Background: an optimization exercise with open tools, aiming at small area, a short achievable clock period and few clock cycles per item. Do not read the settings as production practice. Function was not checked in any run shown here: the RTL went through the layout flow alone. Power and IR drop assume default switching activity.

## flow/design.v (module list and top-level ports; edited modules follow where they fit)
// module conv3x3_fa: 10 lines
// module conv3x3_ha: 9 lines
// module conv3x3_pp3n: 6 lines
// module conv3x3_pp3p: 6 lines
// module conv3x3_pp2n: 6 lines
// module conv3x3_stream: 2551 lines
module conv3x3_stream
#(
  parameter int DATA_W     = 8,
  parameter int COEF_W     = 8,
  parameter int NORM_SHIFT = 4
) (
  input  logic                  i_clk,
  input  logic                  i_rst,
  input  logic [9*DATA_W-1:0]   i_pixel_data,
  input  logic                  i_pixel_data_valid,
  input  logic                  i_pixel_data_last,
  output logic                  o_pixel_data_ready,
  output logic [DATA_W-1:0]     o_convolved_data,
  output logic                  o_convolved_data_valid,
  output logic                  o_convolved_data_last,
  output logic                  o_convolved_sat,
  input  logic                  i_out_ready,
  input  logic                  i_coef_we,
  input  logic [3:0]            i_coef_addr,
  input  logic [COEF_W-1:0]     i_coef_data,
  input  logic                  i_coef_commit,
  output logic                  o_cfg_pending
);
  // ...
==> flow/run.sh <==
#!/bin/bash
# synth_recipe.tcl (not shown) runs the flow's synth.tcl, then flattens the netlist and writes it again
# the make line also repeats each setting of config.mk as NAME=value (left out here)
make -C /OpenROAD-flow-scripts/flow DESIGN_CONFIG=/design/flow/config.mk WORK_HOME=/design/flow/orfs CLKGATE_MAP_FILE= SYNTH_SCRIPT=/design/flow/synth_recipe.tcl finish
==> flow/config.mk <==
export PLATFORM = sky130hd
export DESIGN_NAME = conv3x3_stream
export DESIGN_NICKNAME = conv3x3_stream
export VERILOG_FILES = /design/flow/design.v
export SDC_FILE = /design/flow/constraint.sdc
export NUM_CORES = 4
export LEC_CHECK = 0
export CAP_MARGIN = 20
export CORE_MARGIN = 2
export CORE_UTILIZATION = 65
export CTS_CLUSTER_DIAMETER = 90
export CTS_CLUSTER_SIZE = 26
export SETUP_SLACK_MARGIN = 2.5
export SLEW_MARGIN = 20
export SYNTH_HIERARCHICAL = 1
==> flow/constraint.sdc <==
create_clock -name core_clock -period 5.0 [get_ports {i_clk}]
set_input_delay 1.0000 -clock core_clock [delete_from_list [all_inputs] [get_ports {i_clk}]]
set_output_delay 1.0000 -clock core_clock [all_outputs]
set_load 0.01 [all_outputs]
==> impl_metrics.prom, run 1 <==
# TYPE chip_impl_metric gauge
chip_impl_info{name="synth_common_cells",value="sky130_fd_sc_hd__fa_1 (550), sky130_fd_sc_hd__nand2_1 (525), sky130_fd_sc_hd__dfxtp_1 (345)"} 1
chip_impl_metric{name="finalSetupViolCount",unit=""} 0
chip_impl_metric{name="post_layout_nonfiller_instances",unit=""} 2795
chip_impl_metric{name="p_sw",unit="µW"} 7240
chip_impl_metric{name="pwr.group.combinational",unit="µW"} 10000
chip_impl_info{name="timing.critical_path.cells",value="ha_4 > fa_2 > buf_6 > inv_1 > fa_2 > xor2_1 > a211oi_2 > buf_4 > o311ai_4 > buf_6 > buf_12 > a21oi_4 > a211oi_2"} 1
chip_impl_metric{name="power_switching_share",unit="%"} 40.0
chip_impl_metric{name="cp.required",unit="ns"} 5.30
chip_impl_info{name="outcome",value="no timing/DRC/antenna violations"} 1
chip_impl_metric{name="dr.pass1.iters",unit=""} 6
chip_impl_info{name="setup.worst_path.start",value="st3_q[18]"} 1
chip_impl_info{name="synth_top_area_cell",value="sky130_fd_sc_hd__fa_1"} 1
chip_impl_metric{name="final.setup_skew",unit="ns"} 0.0273
chip_impl_metric{name="clk_latency",unit="ns"} 0.58
chip_impl_metric{name="drive_above_1_share",unit="%"} 33.9
chip_impl_metric{name="worst_r2r_path_depth",unit=""} 13
chip_impl_metric{name="fraction_of_standard_cell_area_in_multi_input_logic",unit="%"} 55.6
chip_impl_metric{name="wl_met1",unit="µm"} 28200
chip_impl_info{name="final_cell_mix",value="sky130_fd_sc_hd__nand2_1 (401), sky130_fd_sc_hd__fa_2 (345), sky130_fd_sc_hd__dfxtp_1 (327)"} 1
chip_impl_metric{name="drt_wl_total",unit="µm"} 73600
chip_impl_metric{name="syn_area_per_cell",unit="µm²"} 12.5
chip_impl_metric{name="syn-cell-area",unit="mm²"} 0.0274
chip_impl_metric{name="nMultiInputCombCells",unit=""} 1501
chip_impl_metric{name="pin_count_of_the_biggest_net_entering_global_routing",unit=""} 73
chip_impl_metric{name="cp.buffers_inverters",unit=""} 5
chip_impl_metric{name="area.share.sequential",unit="%"} 33.1
chip_impl_metric{name="power.leakage",unit="µW"} 0.0114
chip_impl_info{name="critical-path-slowest-cell",value="sky130_fd_sc_hd__dfxtp_2"} 1
chip_impl_metric{name="yosys.area_share.xor_xnor",unit="%"} 0.352
chip_impl_metric{name="initial_utilization",unit="%"} 65.5
==> run 2, diff against run 1 <==
--- a/flow/design.v
+++ b/flow/design.v
@@ -41,16 +41,23 @@
   assign y = (s1 & a) | (s2 & b) | (s3 & c);
 endmodule
 module conv3x3_pp2n (
   input  logic s1, a, s3, c,
   output logic y
 );
   assign y = ~((s1 & a) | (s3 & c));
 endmodule
+module conv3x3_pfx (
+  input  logic gh, ph, gl, pl,
+  output logic g, p
+);
+  assign g = gh | (ph & gl);
+  assign p = ph & pl;
+endmodule
 module conv3x3_stream
 #(
   parameter int DATA_W     = 8,
   parameter int COEF_W     = 8,
   parameter int NORM_SHIFT = 4
 ) (
   input  logic                  i_clk,
   input  logic                  i_rst,
@@ -2445,82 +2452,50 @@
   conv3x3_fa u_fa544 (.a(c1680), .b(c1660), .c(s1661), .s(s1689), .co(c1690));
   conv3x3_ha u_ha1 (.a(c1684), .b(c1666), .s(s1691), .co(c1692));
   conv3x3_ha u_ha2 (.a(c1668), .b(s1669), .s(s1693), .co(c1694));
   conv3x3_ha u_ha3 (.a(c1670), .b(st2_q[48]), .s(s1695), .co(c1696));
   assign row0 = {1'b1, st3_q[29], st3_q[27], st3_q[25], st3_q[23], st3_q[21], st3_q[19], st3_q[17], st3_q[15], st3_q[13], st3_q[11], st3_q[9], st3_q[7], st3_q[6], st3_q[5], st3_q[4], st3_q[3], st3_q[2], st3_q[1], st3_q[0]};
   assign row1 = {1'b0, st3_q[30], st3_q[28], st3_q[26], st3_q[24], st3_q[22], st3_q[20], st3_q[18], st3_q[16], st3_q[14], st3_q[12], st3_q[10], st3_q[8], 1'b0, 1'b0, 1'b0, 1'b0, 1'b0, 1'b0, 1'b0};
   assign pp_p = row0 ^ row1;
   assign pp_g = row0 & row1;
-  assign pfl_g0_1 = pp_g[1] | (pp_p[1] & pp_g[0]);
-  assign pfl_p0_1 = pp_p[1] & pp_p[0];
-  assign pfl_g0_3 = pp_g[3] | (pp_p[3] & pp_g[2]);
-  assign pfl_p0_3 = pp_p[3] & pp_p[2];
-  assign pfl_g0_5 = pp_g[5] | (pp_p[5] & pp_g[4]);
-  assign pfl_p0_5 = pp_p[5] & pp_p[4];
-  assign pfl_g0_7 = pp_g[7] | (pp_p[7] & pp_g[6]);
-  assign pfl_p0_7 = pp_p[7] & pp_p[6];
-  assign pfl_g0_9 = pp_g[9] | (pp_p[9] & pp_g[8]);
-  assign pfl_p0_9 = pp_p[9] & pp_p[8];
-  assign pfl_g0_11 = pp_g[11] | (pp_p[11] & pp_g[10]);
-  assign pfl_p0_11 = pp_p[11] & pp_p[10];
-  assign pfl_g1_2 = pp_g[2] | (pp_p[2] & pfl_g0_1);
-  assign pfl_p1_2 = pp_p[2] & pfl_p0_1;
-  assign pfl_g1_3 = pfl_g0_3 | (pfl_p0_3 & pfl_g0_1);
-  assign pfl_p1_3 = pfl_p0_3 & pfl_p0_1;
-  assign pfl_g1_6 = pp_g[6] | (pp_p[6] & pfl_g0_5);
-  assign pfl_p1_6 = pp_p[6] & pfl_p0_5;
-  assign pfl_g1_7 = pfl_g0_7 | (pfl_p0_7 & pfl_g0_5);
-  assign pfl_p1_7 = pfl_p0_7 & pfl_p0_5;
-  assign pfl_g1_10 = pp_g[10] | (pp_p[10] & pfl_g0_9);
-  assign pfl_p1_10 = pp_p[10] & pfl_p0_9;
-  assign pfl_g1_11 = pfl_g0_11 | (pfl_p0_11 & pfl_g0_9);
-  assign pfl_p1_11 = pfl_p0_11 & pfl_p0_9;
-  assign pfl_g2_4 = pp_g[4] | (pp_p[4] & pfl_g1_3);
-  assign pfl_p2_4 = pp_p[4] & pfl_p1_3;
-  assign pfl_g2_5 = pfl_g0_5 | (pfl_p0_5 & pfl_g1_3);
-  assign pfl_p2_5 = pfl_p0_5 & pfl_p1_3;
-  assign pfl_g2_6 = pfl_g1_6 | (pfl_p1_6 & pfl_g1_3);
-  assign pfl_p2_6 = pfl_p1_6 & pfl_p1_3;
-  assign pfl_g2_7 = pfl_g1_7 | (pfl_p1_7 & pfl_g1_3);
-  assign pfl_p2_7 = pfl_p1_7 & pfl_p1_3;
-  assign pfl_g3_8 = pp_g[8] | (pp_p[8] & pfl_g2_7);
-  assign pfl_p3_8 = pp_p[8] & pfl_p2_7;
-  assign pfl_g3_9 = pfl_g0_9 | (pfl_p0_9 & pfl_g2_7);
-  assign pfl_p3_9 = pfl_p0_9 & pfl_p2_7;
-  assign pfl_g3_10 = pfl_g1_10 | (pfl_p1_10 & pfl_g2_7);
-  assign pfl_p3_10 = pfl_p1_10 & pfl_p2_7;
-  assign pfl_g3_11 = pfl_g1_11 | (pfl_p1_11 & pfl_g2_7);
-  assign pfl_p3_11 = pfl_p1_11 & pfl_p2_7;
+  conv3x3_pfx u_pfl_g0_1 (.gh(pp_g[1]), .ph(pp_p[1]), .gl(pp_g[0]), .pl(pp_p[0]), .g(pfl_g0_1), .p(pfl_p0_1));
+  conv3x3_pfx u_pfl_g0_3 (.gh(pp_g[3]), .ph(pp_p[3]), .gl(pp_g[2]), .pl(pp_p[2]), .g(pfl_g0_3), .p(pfl_p0_3));
+  conv3x3_pfx u_pfl_g0_5 (.gh(pp_g[5]), .ph(pp_p[5]), .gl(pp_g[4]), .pl(pp_p[4]), .g(pfl_g0_5), .p(pfl_p0_5));
+  conv3x3_pfx u_pfl_g0_7 (.gh(pp_g[7]), .ph(pp_p[7]), .gl(pp_g[6]), .pl(pp_p[6]), .g(pfl_g0_7), .p(pfl_p0_7));
+  conv3x3_pfx u_pfl_g0_9 (.gh(pp_g[9]), .ph(pp_p[9]), .gl(pp_g[8]), .pl(pp_p[8]), .g(pfl_g0_9), .p(pfl_p0_9));
+  conv3x3_pfx u_pfl_g0_11 (.gh(pp_g[11]), .ph(pp_p[11]), .gl(pp_g[10]), .pl(pp_p[10]), .g(pfl_g0_11), .p(pfl_p0_11));
+  conv3x3_pfx u_pfl_g1_2 (.gh(pp_g[2]), .ph(pp_p[2]), .gl(pfl_g0_1), .pl(pfl_p0_1), .g(pfl_g1_2), .p(pfl_p1_2));
+  conv3x3_pfx u_pfl_g1_3 (.gh(pfl_g0_3), .ph(pfl_p0_3), .gl(pfl_g0_1), .pl(pfl_p0_1), .g(pfl_g1_3), .p(pfl_p1_3));
+  conv3x3_pfx u_pfl_g1_6 (.gh(pp_g[6]), .ph(pp_p[6]), .gl(pfl_g0_5), .pl(pfl_p0_5), .g(pfl_g1_6), .p(pfl_p1_6));
+  conv3x3_pfx u_pfl_g1_7 (.gh(pfl_g0_7), .ph(pfl_p0_7), .gl(pfl_g0_5), .pl(pfl_p0_5), .g(pfl_g1_7), .p(pfl_p1_7));
+  conv3x3_pfx u_pfl_g1_10 (.gh(pp_g[10]), .ph(pp_p[10]), .gl(pfl_g0_9), .pl(pfl_p0_9), .g(pfl_g1_10), .p(pfl_p1_10));
+  conv3x3_pfx u_pfl_g1_11 (.gh(pfl_g0_11), .ph(pfl_p0_11), .gl(pfl_g0_9), .pl(pfl_p0_9), .g(pfl_g1_11), .p(pfl_p1_11));
+  conv3x3_pfx u_pfl_g2_4 (.gh(pp_g[4]), .ph(pp_p[4]), .gl(pfl_g1_3), .pl(pfl_p1_3), .g(pfl_g2_4), .p(pfl_p2_4));
+  conv3x3_pfx u_pfl_g2_5 (.gh(pfl_g0_5), .ph(pfl_p0_5), .gl(pfl_g1_3), .pl(pfl_p1_3), .g(pfl_g2_5), .p(pfl_p2_5));
+  conv3x3_pfx u_pfl_g2_6 (.gh(pfl_g1_6), .ph(pfl_p1_6), .gl(pfl_g1_3), .pl(pfl_p1_3), .g(pfl_g2_6), .p(pfl_p2_6));
+  conv3x3_pfx u_pfl_g2_7 (.gh(pfl_g1_7), .ph(pfl_p1_7), .gl(pfl_g1_3), .pl(pfl_p1_3), .g(pfl_g2_7), .p(pfl_p2_7));
+  conv3x3_pfx u_pfl_g3_8 (.gh(pp_g[8]), .ph(pp_p[8]), .gl(pfl_g2_7), .pl(pfl_p2_7), .g(pfl_g3_8), .p(pfl_p3_8));
+  conv3x3_pfx u_pfl_g3_9 (.gh(pfl_g0_9), .ph(pfl_p0_9), .gl(pfl_g2_7), .pl(pfl_p2_7), .g(pfl_g3_9), .p(pfl_p3_9));
+  conv3x3_pfx u_pfl_g3_10 (.gh(pfl_g1_10), .ph(pfl_p1_10), .gl(pfl_g2_7), .pl(pfl_p2_7), .g(pfl_g3_10), .p(pfl_p3_10));
+  conv3x3_pfx u_pfl_g3_11 (.gh(pfl_g1_11), .ph(pfl_p1_11), .gl(pfl_g2_7), .pl(pfl_p2_7), .g(pfl_g3_11), .p(pfl_p3_11));
   assign cs_lo = {(pp_p[11] ^ pfl_g3_10), (pp_p[10] ^ pfl_g3_9), (pp_p[9] ^ pfl_g3_8), (pp_p[8] ^ pfl_g2_7), (pp_p[7] ^ pfl_g2_6), (pp_p[6] ^ pfl_g2_5), (pp_p[5] ^ pfl_g2_4), (pp_p[4] ^ pfl_g1_3)};
   assign cs_c = pfl_g3_11;
-  assign pfh_g0_1 = pp_g[13] | (pp_p[13] & pp_g[12]);
-  assign pfh_p0_1 = pp_p[13] & pp_p[12];
-  assign pfh_g0_3 = pp_g[15] | (pp_p[15] & pp_g[14]);
-  assign pfh_p0_3 = pp_p[15] & pp_p[14];
-  assign pfh_g0_5 = pp_g[17] | (pp_p[17] & pp_g[16]);
-  assign pfh_p0_5 = pp_p[17] & pp_p[16];
-  assign pfh_g0_7 = pp_g[19] | (pp_p[19] & pp_g[18]);
-  assign pfh_p0_7 = pp_p[19] & pp_p[18];
-  assign pfh_g1_2 = pp_g[14] | (pp_p[14] & pfh_g0_1);
-  assign pfh_p1_2 = pp_p[14] & pfh_p0_1;
-  assign pfh_g1_3 = pfh_g0_3 | (pfh_p0_3 & pfh_g0_1);
-  assign pfh_p1_3 = pfh_p0_3 & pfh_p0_1;
-  assign pfh_g1_6 = pp_g[18] | (pp_p[18] & pfh_g0_5);
-  assign pfh_p1_6 = pp_p[18] & pfh_p0_5;
-  assign pfh_g1_7 = pfh_g0_7 | (pfh_p0_7 & pfh_g0_5);
-  assign pfh_p1_7 = pfh_p0_7 & pfh_p0_5;
-  assign pfh_g2_4 = pp_g[16] | (pp_p[16] & pfh_g1_3);
-  assign pfh_p2_4 = pp_p[16] & pfh_p1_3;
-  assign pfh_g2_5 = pfh_g0_5 | (pfh_p0_5 & pfh_g1_3);
-  assign pfh_p2_5 = pfh_p0_5 & pfh_p1_3;
-  assign pfh_g2_6 = pfh_g1_6 | (pfh_p1_6 & pfh_g1_3);
-  assign pfh_p2_6 = pfh_p1_6 & pfh_p1_3;
-  assign pfh_g2_7 = pfh_g1_7 | (pfh_p1_7 & pfh_g1_3);
-  assign pfh_p2_7 = pfh_p1_7 & pfh_p1_3;
+  conv3x3_pfx u_pfh_g0_1 (.gh(pp_g[13]), .ph(pp_p[13]), .gl(pp_g[12]), .pl(pp_p[12]), .g(pfh_g0_1), .p(pfh_p0_1));
+  conv3x3_pfx u_pfh_g0_3 (.gh(pp_g[15]), .ph(pp_p[15]), .gl(pp_g[14]), .pl(pp_p[14]), .g(pfh_g0_3), .p(pfh_p0_3));
+  conv3x3_pfx u_pfh_g0_5 (.gh(pp_g[17]), .ph(pp_p[17]), .gl(pp_g[16]), .pl(pp_p[16]), .g(pfh_g0_5), .p(pfh_p0_5));
+  conv3x3_pfx u_pfh_g0_7 (.gh(pp_g[19]), .ph(pp_p[19]), .gl(pp_g[18]), .pl(pp_p[18]), .g(pfh_g0_7), .p(pfh_p0_7));
+  conv3x3_pfx u_pfh_g1_2 (.gh(pp_g[14]), .ph(pp_p[14]), .gl(pfh_g0_1), .pl(pfh_p0_1), .g(pfh_g1_2), .p(pfh_p1_2));
+  conv3x3_pfx u_pfh_g1_3 (.gh(pfh_g0_3), .ph(pfh_p0_3), .gl(pfh_g0_1), .pl(pfh_p0_1), .g(pfh_g1_3), .p(pfh_p1_3));
+  conv3x3_pfx u_pfh_g1_6 (.gh(pp_g[18]), .ph(pp_p[18]), .gl(pfh_g0_5), .pl(pfh_p0_5), .g(pfh_g1_6), .p(pfh_p1_6));
+  conv3x3_pfx u_pfh_g1_7 (.gh(pfh_g0_7), .ph(pfh_p0_7), .gl(pfh_g0_5), .pl(pfh_p0_5), .g(pfh_g1_7), .p(pfh_p1_7));
+  conv3x3_pfx u_pfh_g2_4 (.gh(pp_g[16]), .ph(pp_p[16]), .gl(pfh_g1_3), .pl(pfh_p1_3), .g(pfh_g2_4), .p(pfh_p2_4));
+  conv3x3_pfx u_pfh_g2_5 (.gh(pfh_g0_5), .ph(pfh_p0_5), .gl(pfh_g1_3), .pl(pfh_p1_3), .g(pfh_g2_5), .p(pfh_p2_5));
+  conv3x3_pfx u_pfh_g2_6 (.gh(pfh_g1_6), .ph(pfh_p1_6), .gl(pfh_g1_3), .pl(pfh_p1_3), .g(pfh_g2_6), .p(pfh_p2_6));
+  conv3x3_pfx u_pfh_g2_7 (.gh(pfh_g1_7), .ph(pfh_p1_7), .gl(pfh_g1_3), .pl(pfh_p1_3), .g(pfh_g2_7), .p(pfh_p2_7));
   assign hi0_w = {(pp_p[19] ^ pfh_g2_6), (pp_p[18] ^ pfh_g2_5), (pp_p[17] ^ pfh_g2_4), (pp_p[16] ^ pfh_g1_3), (pp_p[15] ^ pfh_g1_2), (pp_p[14] ^ pfh_g0_1), (pp_p[13] ^ pp_g[12]), (pp_p[12] ^ 1'b0)};
   assign cs_neg0 = ~hi0_w[7];
   assign cs_big0 = hi0_w[7] & ~(&hi0_w[6:0]);
   assign hi1_w = {(pp_p[19] ^ (pfh_g2_6 | pfh_p2_6)), (pp_p[18] ^ (pfh_g2_5 | pfh_p2_5)), (pp_p[17] ^ (pfh_g2_4 | pfh_p2_4)), (pp_p[16] ^ (pfh_g1_3 | pfh_p1_3)), (pp_p[15] ^ (pfh_g1_2 | pfh_p1_2)), (pp_p[14] ^ (pfh_g0_1 | pfh_p0_1)), (pp_p[13] ^ (pp_g[12] | pp_p[12])), (pp_p[12] ^ 1'b1)};
   assign cs_neg1 = ~hi1_w[7];
   assign cs_big1 = hi1_w[7] & ~(&hi1_w[6:0]);
   assign sum_n = ~sum_w;
   logic [7:0] res_data;
==> run 2 against run 1 <==
Highest routed layer is now met5; flip-flop and latch count is 6 higher; clock power hardly changed; still clean on timing, DRC and antenna; sequential power is 2% higher; critical path depth is 2 lower.
==> impl_metrics.prom, run 2 <==
# TYPE chip_impl_metric gauge
chip_impl_info{name="min-delay-start",value="st2_q[3]"} 1
chip_impl_metric{name="arrival_time_at_the_worst_endpoint",unit="ns"} 2.89
chip_impl_info{name="timing_worst_setup_path_type",value="reg2reg"} 1
chip_impl_metric{name="pin_count_of_the_biggest_net_entering_global_routing",unit=""} 73
chip_impl_info{name="crit_family",value="compound AO/OA/AOI/OAI gates"} 1
chip_impl_metric{name="max-vdd-ir-drop",unit="mV"} 0.499
chip_impl_metric{name="cell_internal_pwr",unit="µW"} 11000
chip_impl_metric{name="finalSetupViolCount",unit=""} 0
chip_impl_metric{name="synth_cells",unit=""} 2225
chip_impl_metric{name="worst-slew-pin-transition",unit="ns"} 0.783
chip_impl_metric{name="power.sequential.fraction",unit="%"} 32.6
chip_impl_metric{name="post_drt_antenna_nets",unit=""} 0
chip_impl_info{name="final_cell_mix",value="sky130_fd_sc_hd__nand2_1 (408), sky130_fd_sc_hd__dfxtp_1 (335), sky130_fd_sc_hd__fa_2 (326)"} 1
chip_impl_metric{name="drtIter0Drc",unit=""} 1567
chip_impl_metric{name="power-per-cell-area",unit="mW/mm²"} 568
chip_impl_metric{name="io_buffers",unit=""} 103
chip_impl_metric{name="power_switching_share",unit="%"} 40.2
chip_impl_info{name="class_of_the_most_critical_hold_timing_path",value="reg2reg"} 1
chip_impl_metric{name="initial_utilization",unit="%"} 66.1
chip_impl_metric{name="final-max-slew-violation-count",unit=""} 0
chip_impl_info{name="category_of_the_worst_setup_path_capture_point",value="register"} 1
chip_impl_metric{name="ctsHtreeMaxLevel",unit=""} 1
chip_impl_metric{name="post_layout_nonfiller_instances",unit=""} 2834
chip_impl_metric{name="grt_pass1_vias",unit=""} 18200
chip_impl_metric{name="final_cell_area",unit="mm²"} 0.0324
chip_impl_metric{name="dr_total_vias",unit=""} 16800
chip_impl_metric{name="min_cycle_time_layout",unit="ns"} 2.57
chip_impl_metric{name="grt_antenna_before_repair",unit=""} 2
chip_impl_metric{name="gr-usage-all-layers",unit="%"} 34.9
chip_impl_info{name="cts.root.buffer_cell",value="sky130_fd_sc_hd__clkbuf_16"} 1
chip_impl_metric{name="core_region_area",unit="mm²"} 0.0420
chip_impl_info{name="r2r-start",value="st3_q[20]"} 1
chip_impl_metric{name="remaining_drc_errors",unit=""} 0
chip_impl_info{name="grt_setup_unrepaired",value="yes"} 1
chip_impl_metric{name="fp.dieArea",unit="mm²"} 0.0444
chip_impl_info{name="critical-path-slowest-cell",value="sky130_fd_sc_hd__dfxtp_2"} 1
chip_impl_metric{name="placement.cell_area",unit="mm²"} 0.0303
chip_impl_metric{name="post-place-cells",unit=""} 2712
chip_impl_metric{name="largest_register_ff_count",unit=""} 175
chip_impl_metric{name="fin_tns_setup",unit="ns"} 0
chip_impl_metric{name="power.leakage",unit="µW"} 0.0116
chip_impl_metric{name="cts-hold-fix-buffers",unit=""} 0
chip_impl_metric{name="worstSetupPathDepth",unit=""} 11
chip_impl_metric{name="p_sw",unit="µW"} 7390
chip_impl_metric{name="drive_above_1_share",unit="%"} 32.8
chip_impl_metric{name="critPathMaxStageDelay",unit="ns"} 0.34
chip_impl_info{name="cts_tree",value="built"} 1
chip_impl_metric{name="gp_routability_congestion",unit=""} 0.963
chip_impl_metric{name="post_place_setup_slack",unit="ns"} 1.30
chip_impl_metric{name="numCtsBuffers",unit=""} 23
chip_impl_metric{name="die_width",unit="µm"} 211
chip_impl_metric{name="p_clk_share",unit="%"} 11.8
chip_impl_metric{name="die_y",unit="µm"} 211
chip_impl_info{name="start_kind",value="register"} 1
chip_impl_metric{name="clock_sinks",unit=""} 473
chip_impl_metric{name="clk_latency",unit="ns"} 0.57
chip_impl_info{name="setup.worst_path.start",value="st3_q[20]"} 1
chip_impl_info{name="largest-register",value="st1_q"} 1
chip_impl_metric{name="final.setup_skew",unit="ns"} 0.0235
chip_impl_metric{name="worst_r2r_path_depth",unit=""} 11
chip_impl_metric{name="clk_pin_slew",unit="ns"} 0.10
chip_impl_metric{name="gr_overflow_total",unit=""} 0
chip_impl_metric{name="fin_nets",unit=""} 2946
chip_impl_metric{name="num_io_pins",unit=""} 104
chip_impl_info{name="outcome",value="no timing/DRC/antenna violations"} 1
chip_impl_metric{name="synthToLayoutAreaGrowth",unit="%"} 16.6
chip_impl_info{name="layout_commonest_cell",value="sky130_fd_sc_hd__nand2_1"} 1
chip_impl_metric{name="syn_area_per_cell",unit="µm²"} 12.5
chip_impl_metric{name="hold_violations",unit=""} 0
chip_impl_metric{name="cp.required",unit="ns"} 5.32
chip_impl_info{name="critical_path.reg2reg.endpoint",value="mem_q[20]"} 1
chip_impl_metric{name="slew_headroom",unit="%"} 47.8
chip_impl_metric{name="synth_warnings",unit=""} 7
chip_impl_metric{name="max_freq",unit="MHz"} 389
chip_impl_metric{name="finalHoldWorstSlack",unit="ns"} 0.326
chip_impl_metric{name="fillerInstances",unit=""} 2567
chip_impl_metric{name="drt_wl_total",unit="µm"} 75900
chip_impl_metric{name="cp.buffers_inverters",unit=""} 4
chip_impl_metric{name="critical_path.max_fanout",unit=""} 5
chip_impl_info{name="timing.critical_path.cells",value="ha_4 > a21o_1 > buf_4 > a21o_1 > o21ai_0 > nand4_1 > nor4_4 > buf_6 > buf_12 > buf_16 > o21ai_2"} 1
chip_impl_metric{name="timing.reg2reg.setup_slack",unit="ns"} 2.43
chip_impl_metric{name="grt_pass1_wl",unit="µm"} 111000
chip_impl_metric{name="route.detailed.wl_per_inst",unit="µm"} 26.8
chip_impl_metric{name="period_share",unit="%"} 51.4
chip_impl_info{name="path_common_cell",value="sky130_fd_sc_hd__a21o_1"} 1
chip_impl_metric{name="combPwrFrac",unit="%"} 55.6
chip_impl_metric{name="dr.pass1.iters",unit=""} 5
chip_impl_info{name="leading_registers_by_flop_count",value="st1_q: 175 flops, coef_q: 72 flops, shadow_q: 72 flops"} 1
chip_impl_info{name="critPathCapture",value="mem_q[20]"} 1
chip_impl_metric{name="max-clock-path-buffers",unit=""} 3
chip_impl_metric{name="syn-cell-area",unit="mm²"} 0.0278
chip_impl_metric{name="placement_rows",unit=""} 75
chip_impl_metric{name="maxCapViolCount",unit=""} 0
chip_impl_metric{name="post_drt_via_cell_ratio",unit=""} 5.93
chip_impl_metric{name="dp_hpwl",unit="µm"} 61300
chip_impl_metric{name="final_critical_path_setup_slack",unit="ns"} 2.43
==> run 2: repair_timing <==
item	CTS	global route
pin swaps	25	38
endpoints found under the setup margin	300	118
resized for setup	383	111
cloned	2	0
buffers inserted	35	43
==> run 2: how the worst min path moves through the flow <==
stage | to | slack, ns | depth (start not counted)
floorplan | lq[1] | 0.31 | 0
global placement | st3_q[2] | 0.31 | 0
detailed placement | st3_q[3] | 0.31 | 0
CTS | st3_q[3] | 0.33 | 0
global route | st3_q[3] | 0.34 | 0
finish | st3_q[3] | 0.33 | 0
==> run 2: area by class of cell <==
type / count / area [µm²] / area share (%)
multi-input combinational: 1539 / 18000 / 55.6
sequential: 473 / 10700 / 33.1
timing repair buffer: 190 / 2100 / 6.49
tap: 539 / 674 / 2.08
clock buffer: 35 / 631 / 1.95
inverter: 51 / 194 / 0.599
clock inverter: 6 / 67.6 / 0.209
antenna: 1 / 2.50 / 0.00773
==> run 2: power groups by stage <==
stage | Clock [µW] | Combinational [µW] | Sequential (µW)
after floorplan | 0 | 6030 | 5770
after global placement | 0 | 8540 | 6120
after detailed placement | 0 | 9050 | 6150
after CTS | 2190 | 9490 | 6030
after global routing | 2310 | 11400 | 6060
final | 2170 | 10200 | 5990
==> run 2: per-layer routing <==
| layer | global-route usage, % | part of all wire (%) | wire length, µm |
|---|---|---|---|
| met4 | 9.62 | 3.0 | 2290 |
| met5 | 0 | 0.021 | 16 |
| met1 | 45.1 | 38 | 28800 |
| met2 | 59.0 | 50 | 37700 |
| met3 | 9.56 | 9.3 | 7060 |
==> run 2: per-stage QoR <==
stage	total power (µW)	util (%)
final	18400	77.0
after global routing	19800	77.0
after CTS	17700	74.9
after detailed placement	15200	72.2
after global placement	14700	72.2
after floorplan	11800	-

==> afterwards: timing with drivers on the ports <==
How much do the figures lean on ideal ports? The routed layouts below were timed once more, with nothing changed but the port constraints.
Step 1 sets driving cells, clkbuf_16 on the clock port and buf_2 on the other inputs (assumed; they add their load-dependent delay and slew).
Step 2 adds t to the input delays and takes it off the output delays; t is the mean of the earliest and latest rising clock arrival at the registers after step 1. Input paths then give back, and output paths get back, about the clock's delay inside the block.
a / b / c = ideal ports / drivers / drivers and shift; a / b = the first two.
| run | shift t [ns] | slack for setup (ns) | pins driven straight from the clock port |
|---|---|---|---|
| run 1 | 0.625 | 2.222 / 2.222 / 1.892 | 1 |
| run 2 | 0.621 | 2.428 / 2.428 / 1.863 | 1 |
After both steps setup and hold are still met in every run listed. The setup slack of run 2, which loses most, moves by 0.000 ns with the drivers and by -0.565 ns with both steps.
